This design comes from an exercise in tuning for small area and a short achievable clock period on the open sky130 flow, not from production work.
Function not checked in this run: the RTL went through the layout flow alone.
Power and IR drop assume default switching activity.

--- design/flow/run.sh ---
#!/bin/bash
# synth_recipe.tcl (not shown) runs the flow's synth.tcl, then flattens the netlist and writes it again
# the make line also repeats each setting of config.mk as NAME=value (left out here)
make -C /OpenROAD-flow-scripts/flow DESIGN_CONFIG=/design/flow/config.mk WORK_HOME=/design/flow/orfs CLKGATE_MAP_FILE= SYNTH_SCRIPT=/design/flow/synth_recipe.tcl finish
--- design/flow/config.mk ---
export PLATFORM = sky130hd
export DESIGN_NAME = bpu_predictor
export DESIGN_NICKNAME = bpu_predictor
export VERILOG_FILES = /design/flow/design.v
export SDC_FILE = /design/flow/constraint.sdc
export NUM_CORES = 4
export LEC_CHECK = 0
export CAP_MARGIN = 20
export CORE_MARGIN = 2
export CORE_UTILIZATION = 55
export CTS_BUF_LIST = sky130_fd_sc_hd__clkbuf_8 sky130_fd_sc_hd__clkbuf_16
export CTS_CLUSTER_DIAMETER = 60
export CTS_CLUSTER_SIZE = 30
export SETUP_SLACK_MARGIN = 2.5
export SLEW_MARGIN = 20
export SYNTH_HIERARCHICAL = 1
--- design/flow/design.v ---
module bpu_ao22 (input logic a1, a2, b1, b2, output logic y);
   assign y = (a1 & a2) | (b1 & b2);
endmodule
module bpu_aoi22 (input logic a1, a2, b1, b2, output logic y);
   assign y = !((a1 & a2) | (b1 & b2));
endmodule
module bpu_aoi21 (input logic a1, a2, b1, output logic y);
   assign y = !((a1 & a2) | b1);
endmodule
module bpu_nand4 (input logic a, b, c, d, output logic y);
   assign y = !(a & b & c & d);
endmodule
module bpu_nor4 (input logic a, b, c, d, output logic y);
   assign y = !(a | b | c | d);
endmodule
module bpu_nand3 (input logic a, b, c, output logic y);
   assign y = !(a & b & c);
endmodule
module bpu_and4 (input logic a, b, c, d, output logic y);
   assign y = a & b & c & d;
endmodule
module bpu_xnor2 (input logic a, b, output logic y);
   assign y = !(a ^ b);
endmodule
module bpu_inv (input logic a, output logic y);
   assign y = !a;
endmodule
module bpu_or64n (input logic [63:0] tn, output logic y);
   logic [15:0] o4;
   logic [3:0]  o16n;
   for (genvar i = 0; i < 16; i++) begin : g_l1
      bpu_nand4 u (.a(tn[4*i]), .b(tn[4*i+1]), .c(tn[4*i+2]), .d(tn[4*i+3]), .y(o4[i]));
   end
   for (genvar i = 0; i < 4; i++) begin : g_l2
      bpu_nor4 u (.a(o4[4*i]), .b(o4[4*i+1]), .c(o4[4*i+2]), .d(o4[4*i+3]), .y(o16n[i]));
   end
   bpu_nand4 u_l3 (.a(o16n[0]), .b(o16n[1]), .c(o16n[2]), .d(o16n[3]), .y(y));
endmodule
module bpu_sel_bit (input logic [63:0] sel, input logic [63:0] data, input logic en_n,
                    output logic y);
   logic [31:0] p2n;
   logic [7:0]  p8;
   logic [1:0]  p32n;
   for (genvar i = 0; i < 32; i++) begin : g_l1
      bpu_aoi22 u (.a1(sel[2*i]), .a2(data[2*i]), .b1(sel[2*i+1]), .b2(data[2*i+1]), .y(p2n[i]));
   end
   for (genvar i = 0; i < 8; i++) begin : g_l2
      bpu_nand4 u (.a(p2n[4*i]), .b(p2n[4*i+1]), .c(p2n[4*i+2]), .d(p2n[4*i+3]), .y(p8[i]));
   end
   for (genvar i = 0; i < 2; i++) begin : g_l3
      bpu_nor4 u (.a(p8[4*i]), .b(p8[4*i+1]), .c(p8[4*i+2]), .d(p8[4*i+3]), .y(p32n[i]));
   end
   bpu_aoi21 u_l4 (.a1(p32n[0]), .a2(p32n[1]), .b1(en_n), .y(y));
endmodule
module bpu_predictor #(
   parameter int INDEX_BITS = 6,
   parameter int TAG_BITS   = 8
) (
   input  logic        clk,
   input  logic        reset,
   input  logic [31:0] pc_in,
   output logic        pred_taken,
   output logic [31:0] pred_imm,
   output logic        pred_hit,
   output logic        ready,
   input  logic        upd_valid,
   input  logic [31:0] upd_pc,
   input  logic        upd_taken,
   input  logic [31:0] upd_imm
);
   localparam int ENTRIES = 1 << INDEX_BITS;
   localparam int TAG_MSB = INDEX_BITS + TAG_BITS - 1;
   logic                  ready_q;
   logic [INDEX_BITS-1:0] sweep_cnt;
   logic [ENTRIES-1:0]               tbl_valid;
   logic [ENTRIES-1:0][TAG_BITS-1:0] tbl_tag;
   logic [ENTRIES-1:0][1:0]          tbl_ctr;
   logic [ENTRIES-1:0][31:0]         tbl_imm;
   logic [INDEX_BITS-1:0] lk_idx;
   logic [TAG_BITS-1:0]   lk_tag;
   logic [INDEX_BITS-1:0] upd_idx;
   logic [TAG_BITS-1:0]   upd_tag;
   logic                  upd_hit;
   logic                  upd_act;
   logic [1:0]            upd_ctr;
   logic [1:0]            new_ctr;
   logic [ENTRIES-1:0]    row_hitn;
   logic [ENTRIES-1:0]    row_tkn;
   logic [ENTRIES-1:0]    lk_sel;
   logic [ENTRIES-1:0]    upd_sel;
   logic [ENTRIES-1:0]    we_t, hd_t, we_c, hd_c;
   logic                  taken, taken_n, hit;
   logic unused_pc_bits;
   assign unused_pc_bits = ^{pc_in[31:TAG_MSB+1], upd_pc[31:TAG_MSB+1]};
   always_ff @(posedge clk) begin
      if (reset) begin
         ready_q   <= 1'b0;
         sweep_cnt <= '0;
      end else if (!ready_q) begin
         sweep_cnt <= sweep_cnt + INDEX_BITS'(1);
         if (sweep_cnt == '1) ready_q <= 1'b1;
      end
   end
   assign ready = ready_q;
   assign upd_idx = upd_pc[INDEX_BITS-1:0];
   assign upd_tag = upd_pc[TAG_MSB:INDEX_BITS];
   assign upd_ctr = tbl_ctr[upd_idx];
   assign upd_hit = tbl_valid[upd_idx] && (tbl_tag[upd_idx] == upd_tag);
   assign upd_act = ready_q && !reset && upd_valid;
   always_comb begin
      if (upd_hit) begin
         if (upd_taken) new_ctr = (upd_ctr == 2'b11) ? 2'b11 : upd_ctr + 2'd1;
         else           new_ctr = (upd_ctr == 2'b00) ? 2'b00 : upd_ctr - 2'd1;
      end else begin
         new_ctr = upd_taken ? 2'b10 : upd_ctr;
      end
   end
   assign lk_idx = pc_in[INDEX_BITS-1:0];
   assign lk_tag = pc_in[TAG_MSB:INDEX_BITS];
   for (genvar r = 0; r < ENTRIES; r++) begin : g_row
      logic [TAG_BITS-1:0] match;
      logic                eq_lo, eq_hi, sv, svc;
      assign upd_sel[r] = (upd_idx == INDEX_BITS'(r));
      assign lk_sel[r]  = ready_q && (lk_idx == INDEX_BITS'(r));
      assign we_t[r]    = upd_act && upd_taken && upd_sel[r];
      assign hd_t[r]    = !we_t[r];
      assign we_c[r]    = upd_act && upd_sel[r];
      assign hd_c[r]    = !we_c[r];
      always_ff @(posedge clk) begin
         if (reset) tbl_valid[r] <= 1'b0;
         else if (we_t[r]) tbl_valid[r] <= 1'b1;
      end
      for (genvar b = 0; b < TAG_BITS; b++) begin : g_tag
         logic nq;
         bpu_ao22 u_hold (.a1(tbl_tag[r][b]), .a2(hd_t[r]), .b1(upd_tag[b]), .b2(we_t[r]), .y(nq));
         always_ff @(posedge clk) tbl_tag[r][b] <= nq;
      end
      for (genvar b = 0; b < 32; b++) begin : g_imm
         logic nq;
         bpu_ao22 u_hold (.a1(tbl_imm[r][b]), .a2(hd_t[r]), .b1(upd_imm[b]), .b2(we_t[r]), .y(nq));
         always_ff @(posedge clk) tbl_imm[r][b] <= nq;
      end
      for (genvar b = 0; b < 2; b++) begin : g_ctr
         logic nq;
         bpu_ao22 u_hold (.a1(tbl_ctr[r][b]), .a2(hd_c[r]), .b1(new_ctr[b]), .b2(we_c[r]), .y(nq));
         always_ff @(posedge clk) tbl_ctr[r][b] <= nq;
      end
      for (genvar b = 0; b < TAG_BITS; b++) begin : g_cmp
         bpu_xnor2 u_x (.a(tbl_tag[r][b]), .b(lk_tag[b]), .y(match[b]));
      end
      bpu_and4 u_eq_lo (.a(match[0]), .b(match[1]), .c(match[2]), .d(match[3]), .y(eq_lo));
      bpu_and4 u_eq_hi (.a(match[4]), .b(match[5]), .c(match[6]), .d(match[7]), .y(eq_hi));
      assign sv  = lk_sel[r] && tbl_valid[r];
      assign svc = lk_sel[r] && tbl_valid[r] && tbl_ctr[r][1];
      bpu_nand3 u_hit (.a(sv),  .b(eq_lo), .c(eq_hi), .y(row_hitn[r]));
      bpu_nand3 u_tk  (.a(svc), .b(eq_lo), .c(eq_hi), .y(row_tkn[r]));
   end
   bpu_or64n u_or_hit (.tn(row_hitn), .y(hit));
   bpu_or64n u_or_tk  (.tn(row_tkn),  .y(taken));
   bpu_inv   u_tk_n   (.a(taken), .y(taken_n));
   assign pred_hit   = hit;
   assign pred_taken = taken;
   for (genvar b = 0; b < 32; b++) begin : g_bit
      logic [ENTRIES-1:0] col;
      for (genvar r = 0; r < ENTRIES; r++) begin : g_col
         assign col[r] = tbl_imm[r][b];
      end
      bpu_sel_bit u_bit (.sel(lk_sel), .data(col), .en_n(taken_n), .y(pred_imm[b]));
   end
endmodule
--- design/flow/constraint.sdc ---
create_clock -name core_clock -period 8.0 [get_ports {clk}]
set_input_delay 1.6000 -clock core_clock [delete_from_list [all_inputs] [get_ports {clk}]]
set_output_delay 1.6000 -clock core_clock [all_outputs]
set_load 0.01 [all_outputs]
==> summary.txt <==
## per-module statistics from Yosys, one instance, submodules excluded, a selection
module	flip-flops and latches	copies in the design	cell area, µm²	cells inside
bpu_aoi22	0	1024	12.5	1
bpu_nor4	0	72	12.5	1
bpu_ao22	0	2688	8.76	1
bpu_inv	0	1	3.75	1
bpu_nand4	0	290	6.26	1
bpu_aoi21	0	32	8.76	1
bpu_predictor	2759	1	64500	3959
bpu_and4	0	128	8.76	1
bpu_xnor2	0	512	8.76	1
bpu_nand3	0	128	5.00	1
## cells by family (layout without fill, tap and decap cells)
kind of cell    count (synthesis)  count (layout)  synth area share [%]
simple gates                 1098            1102                  6.11
compound gates               3913            3913                  34.2
xor+xnor                      525             525                  4.18
other cells                     0               4                     0
mux                           241             241                  4.08
flops                        2759            2759                  50.2
buf+inv                       296            1204                  1.19
fa+ha+maj                       2               2                0.0216
## stage by stage
step	cells	setup slack, ns	cell area, µm²
2_1_floorplan	8834	2.50	111000
3_3_place_gp	11900	0.242	118000
4_1_cts	12400	1.81	128000
5_1_grt	12400	1.73	128000
3_5_place_dp	11900	0.261	118000
6_report	12400	1.66	128000
## flip-flops by register name (all words and copies together) (netlist names)
signal / count
tbl_imm: 2048
tbl_valid: 64
sweep_cnt: 6
tbl_ctr: 128
tbl_tag: 512
ready_q: 1
## cell usage in the layout (no fill, tap or decap), drive strengths merged, types with 75 or more instances in the layout
cell	synthesis	layout
dfxtp	2759	2759
a22o	2688	2688
a22oi	1033	1033
buf	59	662
xnor2	519	519
nand4	294	294
inv	198	237
clkbuf	39	189
mux4	160	160
nand2	160	160
nand3	144	144
and4	128	128
nor2	107	111
a21oi	105	105
clkinv	0	92
nor4	78	78
nor3	75	75
## power groups by stage
stage	clock, mW	sequential [mW]	combinational [mW]
2_1_floorplan	0	14.1	0.313
4_1_cts	10.6	13.8	0.949
3_5_place_dp	0	14.1	0.882
6_report	10.6	13.8	0.989
5_1_grt	11.1	13.8	1.00
3_3_place_gp	0	14.1	0.873
## metal layers
metal / vias to the layer above / wire (µm) / GRT usage (%)
li1: 37800 / - / -
met1: 46200 / 180000 / 57.9
met2: 5327 / 186000 / 60.9
met3: 1041 / 46700 / 8.82
met4: 4 / 30300 / 24.6
met5: - / 24 / 0
## timing repair
| action | 4_1_cts | 5_1_grt |
|---|---|---|
| pin swaps | 60 | 26 |
| buffers inserted | 121 | 24 |
| hold endpoints to repair | 0 | 0 |
| gates cloned | 16 | 1 |
| gates resized for setup | 397 | 45 |
| endpoints found under the setup margin | 34 | 34 |
## critical path: stages
cell and delay (ns):
buf_12 0.12, buf_8 0.13, buf_4 0.16, nand3_4 0.25, nor3_2 0.07, and2_1 0.17, nand3_1 0.07, nand4_1 0.25
nor4_4 0.40, nand4_1 0.36, buf_6 0.27, clkinvlp_4 0.08, buf_12 0.11, buf_6 0.10, buf_12 0.13, buf_16 0.18
a21oi_4 0.07, buf_6 0.15
## how the worst max path moves through the flow
stage | from | to | slack [ns]
floorplan | pc_in[5] | pred_imm[0] | 2.50
global route | pc_in[0] | pred_imm[15] | 1.73
global placement | pc_in[1] | pred_imm[15] | 0.24
finish | pc_in[3] | pred_imm[15] | 1.66
CTS | pc_in[3] | pred_imm[15] | 1.81
detailed placement | pc_in[1] | pred_imm[15] | 0.26
## area by class of cell
cell class | instances | area (µm²)
multi-input cells | 5783 | 55200
inverters | 198 | 757
clock buffers | 187 | 4600
flip-flops and latches | 2759 | 55200
diodes | 4 | 10.0
repair buffers | 672 | 7000
clock inverters | 147 | 2010
fillers | 15500 | 71100
well taps | 2656 | 3320
==> summary.md <==
| Metric | Value |
|---|---|
| R2R Path Start | tbl_tag[340] |
| Crit. End Element | output pin |
| Critical R2R Capture | tbl_ctr[39] |
| Register-to-Register Path Depth | 10 |
| Total gr overflow | 0 |
| Max Freq | 158 MHz |
| Final min period | 6.34 ns |
| Clock tree from TritonCTS | yes |
| Area share of the largest cell type after synthesis | 50.2% |
| RSZ-0062 raised after global routing | true |
| Largest net degree at the start of global routing | 72 |
| Final core utilization | 64.3% |
| Yosys cell types | 66 |
| Synth top cells by count | dfxtp_1 (2759), a22o_1 (2688), a22oi_2 (1024) |
| Worst Path Arrival | 4.74 ns |
| Total Wirelength | 444000 µm |
| Post-Syn Area | 110000 µm² |
| Hold Path Class | flop to flop |
| Initial detailed-routing violation count | 11000 |
| First-pass DRT Iterations | 8 |
| Mean Syn Cell Area | 12.5 µm² |
| Synth Register Bits | 2759 |
| First-pass GRT wire length | approximately 630000 µm |
| Longest Clk Path Bufs | 3 |
| Post-synth EDFFs | 0 |
| Row count | between 150 and 200 |
| WHS | 0.478 ns |
| Synth top area cells | dfxtp_1 (50%), a22o_1 (21%), a22oi_2 (12%), xnor2_1 (4.1%), mux4_2 (3.1%) |
| Buffers added on ports | 98 |
| Root Buffer | clkbuf_16 |
| IR drop worst, VDD | about 0.00024 V |
| Req. time, crit path | 6.40 ns |
| Count leader, synth | dfxtp_1 |
| Final setup vio count | 0 |
| Starting Density | 55.2% |
| Clk pin slew, worst setup/hold paths | roughly 0.090 ns |
| Syn nets | 8935 |
| Vias/cell | ~7.3 |
| Gr usage total | 42.0% |
| Worst R2R Setup Slack | 4.00 ns |
| Gpl congestion | approximately 1 |
| Cell count after synthesis | between 8000 and 9000 |
| Leading area contributor after synthesis | dfxtp_1 |
| CTS H-tree depth | 4 |
| Worst rel slew slack | between 10% and 20% |
| Hold-fix buffers at CTS | 0 |
| Clock group share of total power | about two fifths |
| Critical setup path kind | primary input to output pin |
| WL/cell | 35.8 µm |
| I/O Pins | 135 |
| Reg power frac | about 54% |
| Hold Path Depth | 2 |
| Min-Delay Endpoint | tbl_valid[60] |
| Asr flop ratio synth | 0% |
| Max cap viols | 0 |
| Dominant synthesized flop cell | dfxtp_1 |
| Register area share after synthesis | 50.2% |
| Drt drc | 0 |
| Syn-to-layout area delta | 16.4% |
| Number of global-route vias before repair | 85700 |
| Pwr/cell area | approximately 200 nW/µm² |
| Fin. Hold Viols | 0 |
| Sw Ratio | 25.3% |
| Final Total Pwr | 25.3 mW |
| Worst-skew pair later-pin latency | 0.89 ns |
| Share of cells above drive strength 1 | 26.0% |
| Clock Skews | 0.0356 ns |
| Initial antenna violation count | 17 |
| Core ar. | 199000 µm² |
| Slew @ Worst Pin | 1.22 ns |
| Worst Hold Launch | tbl_valid[60] |
| Post-layout nets | between 9000 and 10000 |
| Clock tree sinks | between 2000 and 3000 |
| Setup TNS | 0 ns |
| Gate power share | 3.9% |
| Vias | around 90000 |
| Chip Width | 451 µm |
| Ys Warns | 7 |
| Num CTS Buffers | 178 |
| Leak Pwr | around 46 nW |
| Worst-path fanout max | 5 |
| CP startpoint kind | primary input |
| Internal Power | 18.9 mW |
| Post-DP HPWL | 276000 µm |
| Final Max Slew Viols | 0 |
| ANT nets after route | 0 |
| Die Area | between 200000 and 250000 µm² |
| Crit share post-route | 79.2% |
| Height of the die | 451 µm |
| Status | timing/DRC/antenna clean |
| Psw | 6.42 mW |

-- what the ideal ports hide --
No port has a modelled driver above. Below, the same layout with a new extraction and two added sets of constraints. Step 1 sets driving cells, clkbuf_16 on the clock port and buf_2 on the other inputs (assumed; they add their load-dependent delay and slew). Step 2 adds t to the input delays and takes it off the output delays; t is the mean of the earliest and latest rising clock arrival at the registers after step 1. Input paths then give back, and output paths get back, about the clock's delay inside the block. Slacks: ideal / step 1 / step 2; pairs: ideal / step 1.
t (ns): 0.962
slack for setup (ns): 1.663 / 1.502 / 1.502
hold WS [ns]: 0.478 / 0.478 / 0.478
After both steps setup and hold are still met in this run. The setup slack of this run moves by -0.161 ns with the drivers and by -0.161 ns with both steps.
